Source: an optimization exercise on an open RTL-to-GDS flow (aim: small area, a short achievable clock period and few clock cycles per item). Production flows keep margins and buffers that such runs may drop.
The RTL was checked by simulation tests, not by an equivalence proof against the original design.

==> 11-18: inputs <==
==> flow/design.v (excerpt) <==
module running_sample_statistics
(
    input  logic        clk,
    input  logic        rst_n,
    input  logic        in_valid,
    output logic        in_stall,
    input  logic [15:0] sample,
    output logic        out_valid,
    input  logic        out_stall,
    output logic [15:0] sample_total,
    output logic [23:0] mean_value,
    output logic [15:0] lowest_seen,
    output logic [15:0] highest_seen,
    output logic [22:0] std_deviation,
    output logic        dropped
);
==> flow/config.mk <==
export PLATFORM = sky130hd
export DESIGN_NAME = running_sample_statistics
export DESIGN_NICKNAME = running_sample_statistics
export VERILOG_FILES = /design/flow/design.v
export SDC_FILE = /design/flow/constraint.sdc
export NUM_CORES = 4
export LEC_CHECK = 0
export ABC_AREA = 1
export CAP_MARGIN = 20
export CORE_MARGIN = 2
export CORE_UTILIZATION = 40
export CTS_BUF_LIST = sky130_fd_sc_hd__clkbuf_8
export SLEW_MARGIN = 20
==> flow/constraint.sdc <==
create_clock -name core_clock -period 11.0 [get_ports {clk}]
set_input_delay 2.2000 -clock core_clock [delete_from_list [all_inputs] [get_ports {clk}]]
set_output_delay 2.2000 -clock core_clock [all_outputs]
set_load 0.01 [all_outputs]
standard.sh (not shown) runs the stock make flow with config.mk's settings and CLKGATE_MAP_FILE= SYNTH_SCRIPT=/design/flow/synth_recipe.tcl, a recipe that flattens the netlist after the stock synthesis.
==> flow/flow/run.sh <==
#!/bin/bash
# The standard layout (standard.sh, unchanged synthesis and steps), with the timing repair
# aiming for 6.5 ns of setup slack (a 4.5 ns period) instead of 0. The clock period and the
# constraints are the standard flow's own. ORFS's per-step logs stay under orfs/logs.
set -euo pipefail
bash standard.sh SETUP_SLACK_MARGIN=6.5 finish > standard_flow.log 2>&1
==> 06-06 (differences from 11-18) <==
--- a/flow/design.v
+++ b/flow/design.v
@@ -59,30 +59,24 @@
     logic        stall_r;
     logic [15:0] s0_x;
     logic s0_u;
     logic [15:0] a1_x;
     logic a1_u;
-    logic [19:0] a1_pm0;
-    logic [19:0] a1_sq0;
-    logic [19:0] a1_pm1;
-    logic [19:0] a1_sq1;
-    logic [19:0] a1_pm2;
-    logic [19:0] a1_sq2;
-    logic [19:0] a1_pm3;
-    logic [19:0] a1_sq3;
-    logic [15:0] a1_mb;
+    logic [24:0] a1_pmh;
+    logic [23:0] a1_pml;
     logic [31:0] a1_s1b;
+    logic [14:0] a1_sqh;
+    logic [16:0] a1_sqm;
+    logic [15:0] a1_sql;
     logic [15:0] a2_x;
     logic a2_u;
     logic [33:0] a2_y;
     logic [30:0] a2_sq;
     logic [15:0] b1_x;
     logic b1_u;
-    logic [37:0] b1_ph0;
-    logic [37:0] b1_ph1;
-    logic [37:0] b1_ph2;
-    logic [37:0] b1_ph3;
+    logic [41:0] b1_ph;
+    logic [41:0] b1_pl;
     logic [30:0] b1_sq;
     logic [15:0] b2_x;
     logic b2_u;
     logic [47:0] b2_dl;
     logic [15:0] c_x;
@@ -301,42 +295,30 @@
     logic p19_v;
     logic p19_r;
     assign fb_any = fb_f | fb_r;
     logic        ua_c;
     assign ua_c = s0_v ? ~(&m_h) : s0_u;
-    logic [15:0] xu0;
-    assign xu0 = {~s0_x[15], s0_x[14:0]};
-    logic [19:0] pm0_c;
-    assign pm0_c = m_h * xu0[3:0];
-    logic [19:0] sqp0_c;
-    assign sqp0_c = xu0 * xu0[3:0];
-    logic [19:0] pm1_c;
-    assign pm1_c = m_h * xu0[7:4];
-    logic [19:0] sqp1_c;
-    assign sqp1_c = xu0 * xu0[7:4];
-    logic [19:0] pm2_c;
-    assign pm2_c = m_h * xu0[11:8];
-    logic [19:0] sqp2_c;
-    assign sqp2_c = xu0 * xu0[11:8];
-    logic [19:0] pm3_c;
-    assign pm3_c = m_h * xu0[15:12];
-    logic [19:0] sqp3_c;
-    assign sqp3_c = xu0 * xu0[15:12];
+    logic signed [24:0] pmh_c;
+    assign pmh_c = $signed({1'b0, m_h}) * $signed(s0_x[15:8]);
+    logic [23:0] pml_c;
+    assign pml_c = m_h * s0_x[7:0];
+    logic signed [15:0] sqh_c;
+    assign sqh_c = $signed(s0_x[15:8]) * $signed(s0_x[15:8]);
+    logic signed [16:0] sqm_c;
+    assign sqm_c = $signed(s0_x[15:8]) * $signed({1'b0, s0_x[7:0]});
+    logic [15:0] sql_c;
+    assign sql_c = s0_x[7:0] * s0_x[7:0];
     logic signed [33:0] y_c;
-    assign y_c = $signed({14'd0, a1_pm0}) + $signed({10'd0, a1_pm1, 4'd0}) + $signed({6'd0, a1_pm2, 8'd0}) + $signed({2'd0, a1_pm3, 12'd0}) - $signed({3'b000, a1_mb, 15'd0}) - $signed({a1_s1b[31], a1_s1b, 1'b0});
-    logic [33:0] sq_full;
-    assign sq_full = {14'd0, a1_sq0} + {10'd0, a1_sq1, 4'd0} + {6'd0, a1_sq2, 8'd0} + {2'd0, a1_sq3, 12'd0} - {2'b00, ~a1_x[15], a1_x[14:0], 16'd0} + {4'b0001, 30'd0};
-    logic signed [37:0] ph0_c;
-    assign ph0_c = $signed(a2_y) * $signed({1'b0, a2_x[3:0]});
-    logic signed [37:0] ph1_c;
-    assign ph1_c = $signed(a2_y) * $signed({1'b0, a2_x[7:4]});
-    logic signed [37:0] ph2_c;
-    assign ph2_c = $signed(a2_y) * $signed({1'b0, a2_x[11:8]});
-    logic signed [37:0] ph3_c;
-    assign ph3_c = $signed(a2_y) * $signed(a2_x[15:12]);
-    logic signed [49:0] dl_full;
-    assign dl_full = $signed(b1_ph0) + ($signed(b1_ph1) <<< 4) + ($signed(b1_ph2) <<< 8) + ($signed(b1_ph3) <<< 12) + $signed({4'd0, s2_h});
+    assign y_c = ($signed(a1_pmh) <<< 8) + $signed({1'b0, a1_pml}) - $signed({a1_s1b[31], a1_s1b, 1'b0});
+    logic signed [32:0] sq_full;
+    assign sq_full = $signed({1'b0, a1_sqh, 16'd0}) + ($signed(a1_sqm) <<< 9) + $signed({1'b0, a1_sql});
+    logic signed [41:0] ph_c;
+    assign ph_c = $signed(a2_x[15:8]) * $signed(a2_y);
+    logic signed [42:0] pl_c;
+    assign pl_c = $signed({1'b0, a2_x[7:0]}) * $signed(a2_y);
+    logic [49:0] dl_full;
+    assign dl_full = {b1_ph, 8'd0} + {{8{b1_pl[41]}}, b1_pl} + {4'd0, s2_h};
     logic [59:0] sdr0;
     assign sdr0 = d_h[59:0];
     logic [1:0] srs0;
     assign srs0 = d_h[61:60];
     logic [2:0] sdf0;
@@ -1307,30 +1289,24 @@
     begin
         s0_x <= fb_any ? fb_x : sample;
         s0_u <= fb_u;
         a1_x <= s0_x;
         a1_u <= ua_c;
-        a1_pm0 <= pm0_c;
-        a1_sq0 <= sqp0_c;
-        a1_pm1 <= pm1_c;
-        a1_sq1 <= sqp1_c;
-        a1_pm2 <= pm2_c;
-        a1_sq2 <= sqp2_c;
-        a1_pm3 <= pm3_c;
-        a1_sq3 <= sqp3_c;
-        a1_mb <= m_h;
+        a1_pmh <= pmh_c;
+        a1_pml <= pml_c;
         a1_s1b <= s1_h;
+        a1_sqh <= sqh_c[14:0];
+        a1_sqm <= sqm_c;
+        a1_sql <= sql_c;
         a2_x <= a1_x;
         a2_u <= a1_u;
         a2_y <= y_c;
         a2_sq <= sq_full[30:0];
         b1_x <= a2_x;
         b1_u <= a2_u;
-        b1_ph0 <= ph0_c;
-        b1_ph1 <= ph1_c;
-        b1_ph2 <= ph2_c;
-        b1_ph3 <= ph3_c;
+        b1_ph <= ph_c;
+        b1_pl <= pl_c[41:0];
         b1_sq <= a2_sq;
         b2_x <= b1_x;
         b2_u <= b1_u;
         b2_dl <= dl_full[47:0];
         c_x <= b2_x;
==> comparison table <==
	11-18	06-06
Share of final layout cell area taken by clock buffers and inverters	0.0508	0.0494
Peak fanout along the critical path	8	7
Met1 routed wirelength after detailed routing	298 mm	311 mm
Detailed-routing iteration count for the pre-antenna-repair pass	7	8
Endpoint arrival time on the critical path	5.74 ns	5.91 ns
Max-Slew Margin vs Limit	0.277	0.334
Status	no timing/DRC/antenna violations	no timing/DRC/antenna violations
Relative area change from synthesis to final layout	16.5%	18.7%
Multiplexer area fraction after synthesis	0.00124	0.00113
Synthesized-area fraction occupied by xor and xnor cells	0.0672	0.0652
Non-clock buffers	794	1004
Area share of buffers outside the clock network	0.0288	0.0397
Synth Register Bits	3513	3365
Final weighted congestion of routability-driven global placement	0.941	0.972
Number of antenna violations at the first check in global routing	30	43
Count of cell instances traversed by the critical path	22	23
Arithmetic-cell share of the synthesized area counting full adders, half adders and majority gates	0.201	0.200
Violation count after the first detailed-routing iteration	11900	13800
Final hold slack	0.275 ns	0.264 ns
Capture instance of the worst register-to-register path	p17_rm[36]$_DFF_P_	b1_ph[35]$_DFF_P_
Combined buffer and inverter count along the critical path	4	5
Testbench counts of 11-18, summed over its fixed seeds: cycles 2,256, items 2,048.
Testbench counts of 06-06, summed over its fixed seeds: cycles 2,256, items 2,048.


==> inputs of yarrow <==
Another version of the RTL of running_sample_statistics (not shown whole).
Settings: LEC_CHECK=0, CAP_MARGIN=20, CORE_MARGIN=2, CORE_UTILIZATION=40, SLEW_MARGIN=20; clock period 11.0 ns.
run.sh (not shown) runs the stock make flow with config.mk's settings and CLKGATE_MAP_FILE= SYNTH_SCRIPT=/design/flow/synth_recipe.tcl, a recipe that flattens the netlist after the stock synthesis.
Stock flow here: none of the scripts above is used.
==> inputs of maple, as changes to yarrow <==
--- a/flow/config.mk
+++ b/flow/config.mk
@@ -7,5 +7,6 @@
 export LEC_CHECK = 0
 export CAP_MARGIN = 20
 export CORE_MARGIN = 2
-export CORE_UTILIZATION = 40
+export CORE_UTILIZATION = 55
+export GPL_TIMING_DRIVEN = 0
 export SLEW_MARGIN = 20
==> qor summary <==
Status: maple no timing/DRC/antenna violations; yarrow no timing/DRC/antenna violations
Seq area share: maple 0.390; yarrow 0.387
Reg-to-reg slack, setup: maple 1.48 ns; yarrow 2.76 ns
Arrival @ worst endpoint: maple 10.22 ns; yarrow 8.99 ns
Launching point of the worst reg2reg path: maple s1_t[31]; yarrow p16_q[0]
Pre-CTS setup slack: maple 1.39 ns; yarrow 2.67 ns
Most frequent cell on the critical path: maple sky130_fd_sc_hd__o21ai_0; yarrow sky130_fd_sc_hd__o21a_1
Clock tree buffer count of the final layout: maple 461; yarrow 454
Placed instance count: maple 27.1k; yarrow 28.8k
Endpoint of the worst hold path: maple p16_x[2]; yarrow p12_x[11]
Headroom to the max-slew limit: maple 0.173; yarrow 0.263
Latest clock arrival within the worst-skew pair: maple 0.97 ns; yarrow 1.02 ns
Worst setup skew after layout: maple 0.0631 ns; yarrow 0.0902 ns
Fraction of standard cell area in multi-input logic: maple 0.478; yarrow 0.475
Tap cell count: maple 5497; yarrow 7560
Starting Density: maple 0.553; yarrow 0.402
Largest net degree at the start of global routing: maple 160; yarrow 201
Maximum fanout along the worst path: maple 10; yarrow 19
Share of the core filled with cells in the final layout: maple 0.605; yarrow 0.443
Wire length on met3: maple 18.6 mm; yarrow 16.2 mm
Buffers outside the clock class: maple 626; yarrow 280
Weighted congestion at the end of routability-driven global placement: maple 0.916; yarrow 0.862
Fin nets: maple 25.1k; yarrow 24.7k
Testbench counts of yarrow, summed over its fixed seeds: cycles 2,328, items 2,048.
Testbench counts of maple, summed over its fixed seeds: cycles 2,328, items 2,048.

==> port drivers added, routing unchanged <==
How much do the figures lean on ideal ports? The routed layouts below were timed once more, with nothing changed but the port constraints. Step 1 assumes that a clkbuf_16 drives the clock port and a buf_2 every other input. Step 2 adds t to the input delays and takes it off the output delays; t is the mean of the earliest and latest rising clock arrival at the registers after step 1. Input paths then give back, and output paths get back, about the clock's delay inside the block. Slacks: ideal ports / drivers / drivers and shift; pairs: ideal ports / drivers.
run	t (ns)	setup slack, ns	hold WS [ns]
11-18	1.339	6.451 / 6.451 / 5.412	0.275 / 0.275 / 0.275
06-06	1.346	6.203 / 6.203 / 5.396	0.264 / 0.264 / 0.264
yarrow	1.094	2.757 / 2.757 / 2.757	0.373 / 0.373 / 0.373
maple	1.069	1.480 / 1.480 / 1.480	0.371 / 0.371 / 0.371
After both steps every run listed still meets setup and hold. The setup slack of 11-18, which loses most, moves by 0.000 ns with the drivers and by -1.039 ns with both steps.
